This design comes from an exercise in tuning for small area, a short achievable clock period and few clock cycles on the open sky130 flow, not from production work.
At most, simulation tests tie the RTL to the original design; equivalence was not proved.
Power is estimated from default activity; no workload was simulated.

Setup of run K:
// voxel_file_stream_parser
module voxel_file_stream_parser (
  input  logic               clk,
  input  logic               rst,
  input  logic               data_valid,
  output logic               data_stall,
  input  logic [7:0]         data_byte,
  input  logic               start_of_file,
  output logic               event_valid,
  input  logic               event_stall,
  output logic [2:0]         event_kind,
  output logic [7:0]         voxel_x,
  output logic [7:0]         voxel_y,
  output logic [7:0]         voxel_z,
  output logic [7:0]         material,
  output logic signed [31:0] size_x,
  output logic signed [31:0] size_y,
  output logic signed [31:0] size_z,
  output logic signed [31:0] file_version,
  output logic [15:0]        model_number,
  output logic               last_voxel
);
  vfsp_core u_core (
    .clk           (clk),
    .rst           (rst),
    .data_valid    (data_valid),
    .data_stall    (data_stall),
    .data_byte     (data_byte),
    .start_of_file (start_of_file),
    .event_valid   (event_valid),
    .event_stall   (event_stall),
    .event_kind    (event_kind),
    .voxel_x       (voxel_x),
    .voxel_y       (voxel_y),
    .voxel_z       (voxel_z),
    .material      (material),
    .size_x        (size_x),
    .size_y        (size_y),
    .size_z        (size_z),
    .file_version  (file_version),
    .model_number  (model_number),
  ...
export LEC_CHECK = 0
export ABC_CLOCK_PERIOD_IN_PS = 2200
export CAP_MARGIN = 20
export CORE_MARGIN = 2
export CORE_UTILIZATION = 40
export SETUP_SLACK_MARGIN = 2.6
export SLEW_MARGIN = 20
create_clock -name core_clock -period 5.0 [get_ports {clk}]
standard.sh (not shown) runs the stock make flow with config.mk's settings and CLKGATE_MAP_FILE= SYNTH_SCRIPT=/design/flow/synth_recipe.tcl, a recipe that flattens the netlist after the stock synthesis.
==> flow/flow/run.sh <==
#!/bin/bash
# Standard ORFS layout, with the port buffers made from the smallest buffer cell.
set -euo pipefail
export BUFFER_PORTS_ARGS="-buffer_cell sky130_fd_sc_hd__buf_1"
bash standard.sh finish > standard_make.log 2>&1
## Diff of input files: run R against run K
--- a/flow/design.v
+++ b/flow/design.v
@@ -261,27 +261,27 @@
           if (pos[3:2] == 2'd1) sh_b = 1'b1;
           if (pos[3:2] == 2'd2) sh_c = 1'b1;
         end
         default: ;
       endcase
     end
   end
   assign dsrc = mact ? ml[7:0] : rc[7:0];
   assign bin  = mact ? (mstep == 2'd0 || bw) : (p0 || bw);
   assign dec8 = dsrc - {7'd0, bin};
   assign dbus = (mact || dec_c) ? dec8 : b;
   always_ff @(posedge clk) begin
-    ra <= {32{!rst}} & (({32{sh_a}} & {b, ra[31:8]}) | ({32{!sh_a}} & ra));
-    rb <= {32{!rst}} & (({32{sh_b}} & {b, rb[31:8]}) | ({32{!sh_b}} & rb));
-    rc <= {32{!rst}} & (({32{sh_c || dec_c}} & {dbus, rc[31:8]}) | ({32{!(sh_c || dec_c)}} & rc));
+    if (sh_a) ra <= {b, ra[31:8]};
+    if (sh_b) rb <= {b, rb[31:8]};
+    if (sh_c || dec_c) rc <= {dbus, rc[31:8]};
     if (sh_m || mact) ml <= {dbus, ml[31:8]};
     if (mact || dec_c) bw <= bin && (dsrc == 8'd0);
     if (dec_c && p0) vlast <= (rc[30:0] == 31'd1);
     if (tk) begin
       flag <= n_flag;
       if (phase[3:2] == 2'b10 && p0) ck_s <= (bu == 8'h53);
       if (phase == PH_VOXELS && p3) wsel <= !wsel;
     end
   end
   always_ff @(posedge clk) begin
     if (rst) begin
       phase    <= PH_MAGIC;
@@ -313,49 +313,47 @@
         if (mc_clr_p || tks) mc <= 16'd0;
         else if (mc_inc_p) mc <= mc + 16'd1;
       end
       mc_clr_p <= (mc_clr_p || tks) && !free;
       mc_inc_p <= (tk && n_finish) || (mc_inc_p && !free && !mc_clr_p && !tks);
     end
   end
   logic ev_load, ev_load_bad, ev_valid_next, bad_p_next;
   assign ev_load_bad = bad_p && free;
   assign ev_load     = !bad_p && emit && !(emit_magic && !free);
   assign bad_p_next  = !rst && (bad_p ? !free : (emit && emit_magic && !free));
   assign ev_valid_next = !rst && (ev_load_bad || ev_load || (event_valid && event_stall));
-  logic ev_ld, n_va, n_vb, n_d, n_h, n_o;
-  assign ev_ld = ev_load_bad || ev_load;
-  assign n_va  = !ev_load_bad && emit_kind == vfsp_pkg::EV_VOXEL && !wsel;
-  assign n_vb  = !ev_load_bad && emit_kind == vfsp_pkg::EV_VOXEL && wsel;
-  assign n_d   = !ev_load_bad && emit_kind == vfsp_pkg::EV_DIMENSIONS;
-  assign n_h   = !ev_load_bad && !emit_magic &&
-                 (emit_kind == vfsp_pkg::EV_HEADER_OK || emit_kind == vfsp_pkg::EV_BAD_HEADER);
-  assign n_o   = ev_load_bad || emit_magic;
+  logic ld_dim, ld_va, ld_vb, ld_h, ld_o;
+  assign ld_dim = tk && phase == PH_DIMS && p11;
+  assign ld_va  = tk && phase == PH_VOXELS && p3 && !wsel;
+  assign ld_vb  = tk && phase == PH_VOXELS && p3 && wsel;
+  assign ld_h   = tk && phase == PH_VERSION && p3;
+  assign ld_o   = ev_load_bad || (ev_load && emit_magic);
+  always_ff @(posedge clk) begin
+    sel_va <= !rst && (ld_va  || (sel_va && !ev_take));
+    sel_vb <= !rst && (ld_vb  || (sel_vb && !ev_take));
+    sel_h  <= !rst && (ld_h   || (sel_h  && !ev_take));
+    sel_o  <= !rst && (ld_o   || (sel_o  && !ev_take));
+    sel_dx <= !rst && (ld_dim || (sel_dx && !ev_take));
+    sel_dy <= !rst && (ld_dim || (sel_dy && event_stall));
+    sel_dz <= !rst && (ld_dim || (sel_dz && event_valid && event_stall));
+  end
   always_ff @(posedge clk) begin
     event_valid <= ev_valid_next;
     bad_p       <= bad_p_next;
-    sel_va      <= (ev_ld & n_va) | (!ev_ld & !ev_take & sel_va);
-    sel_vb      <= (ev_ld & n_vb) | (!ev_ld & !ev_take & sel_vb);
-    sel_dx      <= (ev_ld & n_d) | (!ev_ld & !ev_take & sel_dx);
-    sel_h       <= (ev_ld & n_h) | (!ev_ld & !ev_take & sel_h);
-    sel_o       <= (ev_ld & n_o) | (!ev_ld & !ev_take & sel_o);
-    if (ev_ld) begin
-      kind   <= ev_load_bad ? vfsp_pkg::EV_BAD_HEADER : emit_kind;
-      last   <= !ev_load_bad && emit_kind == vfsp_pkg::EV_VOXEL && vlast;
+    if (ev_load_bad || ev_load) begin
+      kind <= ev_load_bad ? vfsp_pkg::EV_BAD_HEADER : emit_kind;
+      last <= !ev_load_bad && emit_kind == vfsp_pkg::EV_VOXEL && vlast;
     end
   end
-  always_ff @(posedge clk) begin
-    sel_dy <= !rst & ((ev_ld & n_d) | (!ev_ld & sel_dy));
-    sel_dz <= !rst & ((ev_ld & n_d) | (!ev_ld & !ev_take & sel_dz));
-  end
   logic kd, k123, r_now, r_tk, risk_keep;
   assign kd   = !kind[2];
   assign k123 = !kind[2] && kind[1:0] != 2'd0;
   always_comb begin
     r_now = 1'b0;
     r_tk  = 1'b0;
     case (phase)
       PH_MAGIC: r_tk = (pos == 4'd3) && kd;
       PH_VERSION: begin
         r_now = p3 || kd;
         r_tk  = (pos == 4'd2) || ((pos != 4'd3) && kd);
       end
## What came out
- Every stage of the flow completed for run R, and the final layout passed the timing, design-rule and antenna checks.
- In run R the core box area turned out 3.3% lower than in run K.
- Going from run K to run R, the cell area was found to have gone down by about 5%.
- For run K, the endpoint of the most critical setup path was u_core.rc[29]$_DFF_P_, unlike run R, where it was u_core.ml[13]$_DFFE_PP_.
- Run R vs run K on number of setup buffers added after CTS: run R is the lower one.
- Worst endpoint data arrival time: higher on run K
- Summary of run R over run K: cell count saw a decrease, cell count after placement saw a decrease.
No run of this note included a check of the RTL's function; only the layout flow was run.

* * *

voxel_file_stream_parser, a different RTL version from the one above (not shown whole).
Size: about 180 flip-flops.
==> flow/config.mk <==
export PLATFORM = sky130hd
export DESIGN_NAME = voxel_file_stream_parser
export DESIGN_NICKNAME = voxel_file_stream_parser
export VERILOG_FILES = /design/flow/design.v
export SDC_FILE = /design/flow/constraint.sdc
export NUM_CORES = 4
export LEC_CHECK = 0
export ABC_CLOCK_PERIOD_IN_PS = 2200
export CAP_MARGIN = 20
export CORE_MARGIN = 2
export CORE_UTILIZATION = 40
export CTS_BUF_LIST = sky130_fd_sc_hd__clkbuf_4 sky130_fd_sc_hd__clkbuf_8
export SETUP_SLACK_MARGIN = 2.6
export SLEW_MARGIN = 20
==> flow/constraint.sdc <==
create_clock -name core_clock -period 5.0 [get_ports {clk}]
set_input_delay 1.0000 -clock core_clock [delete_from_list [all_inputs] [get_ports {clk}]]
set_output_delay 1.0000 -clock core_clock [all_outputs]
set_load 0.01 [all_outputs]
==> flow/flow/run.sh <==
#!/bin/bash
# Standard ORFS layout (the standard.sh), with two changes: the port
# buffers are the smallest buffer cell, and clock tree synthesis adds no
# dummy loads at the clock tree leaves.
set -euo pipefail
export BUFFER_PORTS_ARGS="-buffer_cell sky130_fd_sc_hd__buf_1"
export CTS_ARGS="-sink_clustering_enable -repair_clock_nets -dont_use_dummy_load -buf_list {sky130_fd_sc_hd__clkbuf_4 sky130_fd_sc_hd__clkbuf_8}"
bash standard.sh finish > standard_make.log 2>&1
Edit:
--- a/flow/design.v
+++ b/flow/design.v
@@ -107,17 +107,15 @@
     n_flag   = flag;
     n_emit   = 1'b0;
     n_kind   = vfsp_pkg::EV_VOXEL;
     n_finish = 1'b0;
     case (phase)
       PH_MAGIC: begin
-        if (!magic_ok) begin
-          n_ph   = PH_DONE;
-          n_emit = 1'b1;
-          n_kind = vfsp_pkg::EV_BAD_HEADER;
-        end else if (p3) begin
+        n_emit = !magic_ok;
+        n_kind = vfsp_pkg::EV_BAD_HEADER;
+        if (p3) begin
           n_ph  = PH_VERSION;
           n_pos = 4'd0;
         end
       end
       PH_VERSION: begin
         if (p3) begin
@@ -224,14 +222,14 @@
       pos_next   = pos;
       emit       = 1'b0;
       finish     = 1'b0;
       emit_kind  = n_kind;
       emit_magic = 1'b0;
     end else if (start_of_file) begin
-      ph_next    = magic0_ok ? PH_MAGIC : PH_DONE;
-      pos_next   = magic0_ok ? 4'd1 : 4'd0;
+      ph_next    = PH_MAGIC;
+      pos_next   = 4'd1;
       emit       = !magic0_ok;
       finish     = 1'b0;
       emit_kind  = vfsp_pkg::EV_BAD_HEADER;
       emit_magic = 1'b1;
     end else begin
       ph_next    = n_ph;
@@ -287,14 +285,14 @@
     if (rst) begin
       phase    <= PH_MAGIC;
       pos      <= 4'd0;
       ml_unset <= 1'b1;
       mpend    <= 1'b0;
     end else begin
-      phase    <= ph_next;
-      pos      <= pos_next;
+      phase    <= bad_p ? PH_DONE : ph_next;
+      pos      <= bad_p ? 4'd0 : pos_next;
       if (tk && n_finish && !ml_last) mpend <= 1'b1;
       else if (tks || (mact && p3)) mpend <= 1'b0;
       if (tks) ml_unset <= 1'b1;
       else if (tk && phase == PH_PACK && p3) ml_unset <= 1'b0;
     end
   end
The new run produced a clean layout.
Combinational power fell by 58%.
Non-clock buffer count rose by 3.
Synthesized cell count fell by 2.8%.
Total power fell by 12%.
Wire length fell by 1.6%.
Clock skew fell by 0.0031 ns.
Design area fell by 2.3%.
Sequential share of layout area rose by 1.2 points.
Fmax fell by 0.86%.
Testbench counts after the change, summed over its fixed seeds: cycles 16,095.
For the first run of this note, only the layout was checked, not whether the RTL still works.

* * *

== main ==
voxel_file_stream_parser, a different RTL version from the one above (not shown whole).
Size: ~780 cells after synthesis, ~170 flip-flops, about 8300 sq um of cells after synthesis.
## voxel_file_stream_parser
module voxel_file_stream_parser (
  input  logic               clk,
  input  logic               rst,
  input  logic               data_valid,
  output logic               data_stall,
  input  logic [7:0]         data_byte,
  input  logic               start_of_file,
  output logic               event_valid,
  input  logic               event_stall,
  output logic [2:0]         event_kind,
  output logic [7:0]         voxel_x,
  output logic [7:0]         voxel_y,
  output logic [7:0]         voxel_z,
  output logic [7:0]         material,
  output logic signed [31:0] size_x,
  output logic signed [31:0] size_y,
  output logic signed [31:0] size_z,
  output logic signed [31:0] file_version,
  output logic [15:0]        model_number,
  output logic               last_voxel
);
  vfsp_core u_core (
    .clk           (clk),
    .rst           (rst),
    .data_valid    (data_valid),
    .data_stall    (data_stall),
    .data_byte     (data_byte),
    .start_of_file (start_of_file),
    .event_valid   (event_valid),
    .event_stall   (event_stall),
    .event_kind    (event_kind),
    .voxel_x       (voxel_x),
    .voxel_y       (voxel_y),
    .voxel_z       (voxel_z),
    .material      (material),
    .size_x        (size_x),
    .size_y        (size_y),
    .size_z        (size_z),
    .file_version  (file_version),
    .model_number  (model_number),
    .last_voxel    (last_voxel)
  );
endmodule
clock: 5.0 ns
lec_check: 0
abc_clock_period_in_ps: 2200
cap_margin: 20
core_margin: 2
core_utilization: 40
cts_buf_list: sky130_fd_sc_hd__clkbuf_4 sky130_fd_sc_hd__clkbuf_8
setup_slack_margin: 2.6
slew_margin: 20
Scripts as last shown in full above: flow/flow/run.sh
Setup changes, main to the feature branch
-- flow/design.v --
<<< main, line 111
    case (phase)
      PH_MAGIC: begin
        n_emit = !magic_ok;
        n_kind = vfsp_pkg::EV_BAD_HEADER;
        if (p3) begin
          n_ph  = PH_VERSION;
          n_pos = 4'd0;
>>> the feature branch, line 111
    case (phase)
      PH_MAGIC: begin
        if (!magic_ok) begin
          n_ph   = PH_DONE;
          n_emit = 1'b1;
          n_kind = vfsp_pkg::EV_BAD_HEADER;
        end else if (p3) begin
          n_ph  = PH_VERSION;
          n_pos = 4'd0;
<<< main, line 226
      emit_magic = 1'b0;
    end else if (start_of_file) begin
      ph_next    = PH_MAGIC;
      pos_next   = 4'd1;
      emit       = !magic0_ok;
      finish     = 1'b0;
>>> the feature branch, line 228
      emit_magic = 1'b0;
    end else if (start_of_file) begin
      ph_next    = magic0_ok ? PH_MAGIC : PH_DONE;
      pos_next   = magic0_ok ? 4'd1 : 4'd0;
      emit       = !magic0_ok;
      finish     = 1'b0;
<<< main, line 289
      mpend    <= 1'b0;
    end else begin
      phase    <= bad_p ? PH_DONE : ph_next;
      pos      <= bad_p ? 4'd0 : pos_next;
      if (tk && n_finish && !ml_last) mpend <= 1'b1;
      else if (tks || (mact && p3)) mpend <= 1'b0;
>>> the feature branch, line 291
      mpend    <= 1'b0;
    end else begin
      phase    <= ph_next;
      pos      <= pos_next;
      if (tk && n_finish && !ml_last) mpend <= 1'b1;
      else if (tks || (mact && p3)) mpend <= 1'b0;
<<< main, line 313
  logic ev_load, ev_load_bad, ev_valid_next, bad_p_next;
  assign ev_load_bad = bad_p && free;
  assign ev_load     = tk && n_emit && phase != PH_MAGIC;
  assign bad_p_next  = !rst && (bad_p ? !free : (emit && emit_magic));
  assign ev_valid_next = !rst && (ev_load_bad || ev_load || (event_valid && event_stall));
>>> the feature branch, line 315
  logic ev_load, ev_load_bad, ev_valid_next, bad_p_next;
  assign ev_load_bad = bad_p && free;
  assign ev_load     = emit && !emit_magic;
  assign bad_p_next  = !rst && (bad_p ? !free : (emit && emit_magic));
  assign ev_valid_next = !rst && (ev_load_bad || ev_load || (event_valid && event_stall));
<<< main, line 322
  assign ld_h   = tk && phase == PH_VERSION && p3;
  assign ld_o   = ev_load_bad;
  logic nsel_va, nsel_vb, nsel_dx, nsel_h, nsel_o;
  always_ff @(posedge clk) begin
    nsel_va <= rst || (!ld_va  && (nsel_va || ev_take));
>>> the feature branch, line 324
  assign ld_h   = tk && phase == PH_VERSION && p3;
  assign ld_o   = ev_load_bad;
  logic nsel_va, nsel_vb, nsel_dx, nsel_dy, nsel_dz, nsel_h, nsel_o;
  always_ff @(posedge clk) begin
    nsel_va <= rst || (!ld_va  && (nsel_va || ev_take));
<<< main, line 329
    nsel_o  <= rst || (!ld_o   && (nsel_o  || ev_take));
    nsel_dx <= rst || (!ld_dim && (nsel_dx || ev_take));
  end
  always_ff @(posedge clk) begin
>>> the feature branch, line 331
    nsel_o  <= rst || (!ld_o   && (nsel_o  || ev_take));
    nsel_dx <= rst || (!ld_dim && (nsel_dx || ev_take));
    nsel_dy <= rst || (!ld_dim && (nsel_dy || !event_stall));
    nsel_dz <= rst || (!ld_dim && (nsel_dz || !event_valid || !event_stall));
  end
  always_ff @(posedge clk) begin
<<< main, line 334
    bad_p       <= bad_p_next;
    if (ev_load_bad || ev_load) begin
      kind <= ev_load_bad ? vfsp_pkg::EV_BAD_HEADER : n_kind;
      last <= !ev_load_bad && phase == PH_VOXELS && vlast;
    end
  end
>>> the feature branch, line 338
    bad_p       <= bad_p_next;
    if (ev_load_bad || ev_load) begin
      kind <= ev_load_bad ? vfsp_pkg::EV_BAD_HEADER : emit_kind;
      last <= !ev_load_bad && emit_kind == vfsp_pkg::EV_VOXEL && vlast;
    end
  end
<<< main, line 384
  assign {material, voxel_z, voxel_y, voxel_x} = ~((ra | {32{nsel_va}}) & (rb | {32{nsel_vb}}));
  assign size_x       = ~(ra | {32{nsel_dx}});
  assign size_y       = ~(rb | {32{nsel_dx}});
  assign size_z       = ~(rc | {32{nsel_dx}});
  assign file_version = ~((ra | {32{nsel_h}}) & {32{nsel_o}});
  assign model_number = mc;
>>> the feature branch, line 388
  assign {material, voxel_z, voxel_y, voxel_x} = ~((ra | {32{nsel_va}}) & (rb | {32{nsel_vb}}));
  assign size_x       = ~(ra | {32{nsel_dx}});
  assign size_y       = ~(rb | {32{nsel_dy}});
  assign size_z       = ~(rc | {32{nsel_dz}});
  assign file_version = ~((ra | {32{nsel_h}}) & {32{nsel_o}});
  assign model_number = mc;
[summary]
The feature branch did not stop at any stage, and its layout met the timing, design-rule and antenna checks. Summary of the feature branch over main: final cell count without fillers grew by about 1.3%, power in the clock group lower, non-clock buffer count increased by 6 relative to the old numbers, number of instances in the synthesized netlist rose by 1.7%. Comparing the two runs side by side, the feature branch comes out ahead of main on pre-CTS setup slack. A cell with the largest stage delay on the worst path of sky130_fd_sc_hd__or3_1 is what the feature branch shows, while sky130_fd_sc_hd__dfxtp_4 belongs to main. [compare] base=main new=the feature branch: portion of netlist area occupied by mux cells comparable, net count after synthesis increased by 1.8% relative to the old numbers. Taking main as the reference point, the final wirelength of the feature branch rises by 1.2%. The final weighted congestion of routability-driven global placement number comes out lower for main vs the feature branch. Routed wirelength normalized by instance count delta (main -> the feature branch): insignificant. main -> the feature branch: max capacitance violation total delta 0, exact match. Of main and the feature branch, main shows the lower power attributed to sequential cells, with the feature branch above it. The buffers plus inverters on the worst setup path in the feature branch sits 2 below the value recorded for main. NOTE: met1 layer usage reported by global route in the feature branch exceeds that of main.
No functional check of the RTL was part of any run of this note.

static timing again, ports no longer ideal:
In the flow no input, the clock included, has a driving cell. The finished layouts below were timed again as built, in two steps.
Step 1, drivers: a clkbuf_16 drives clk and a buf_2 each remaining input, both assumed.
Step 2 adds t to the input delays and takes it off the output delays; t is the mean of the earliest and latest rising clock arrival at the registers after step 1. Input paths then give back, and output paths get back, about the clock's delay inside the block.
a / b / c = ideal / step 1 / step 2; a / b = the first two.
| run | t (ns) | setup WS [ns] | hold slack, ns | worst data-port slew with drivers (ns) |
|---|---|---|---|---|
| run K | 0.482 | 2.543 / 2.510 / 2.122 | 0.434 / 0.434 / 0.434 | 0.09 |
| run R | 0.476 | 2.640 / 2.614 / 2.178 | 0.430 / 0.430 / 0.430 | 0.05 |
| the first run of note 2 | 0.476 | 2.613 / 2.571 / 2.212 | 0.438 / 0.438 / 0.438 | 0.04 |
| the second run of note 2 | 0.485 | 2.593 / 2.552 / 2.237 | 0.431 / 0.431 / 0.431 | 0.04 |
| main | 0.476 | 2.608 / 2.568 / 2.185 | 0.458 / 0.458 / 0.458 | 0.06 |
| the feature branch | 0.474 | 2.505 / 2.514 / 2.040 | 0.449 / 0.449 / 0.449 | 0.06 |
After both steps every run listed still meets setup and hold. The setup slack of the feature branch, which loses most, moves by +0.009 ns with the drivers and by -0.465 ns with both steps.
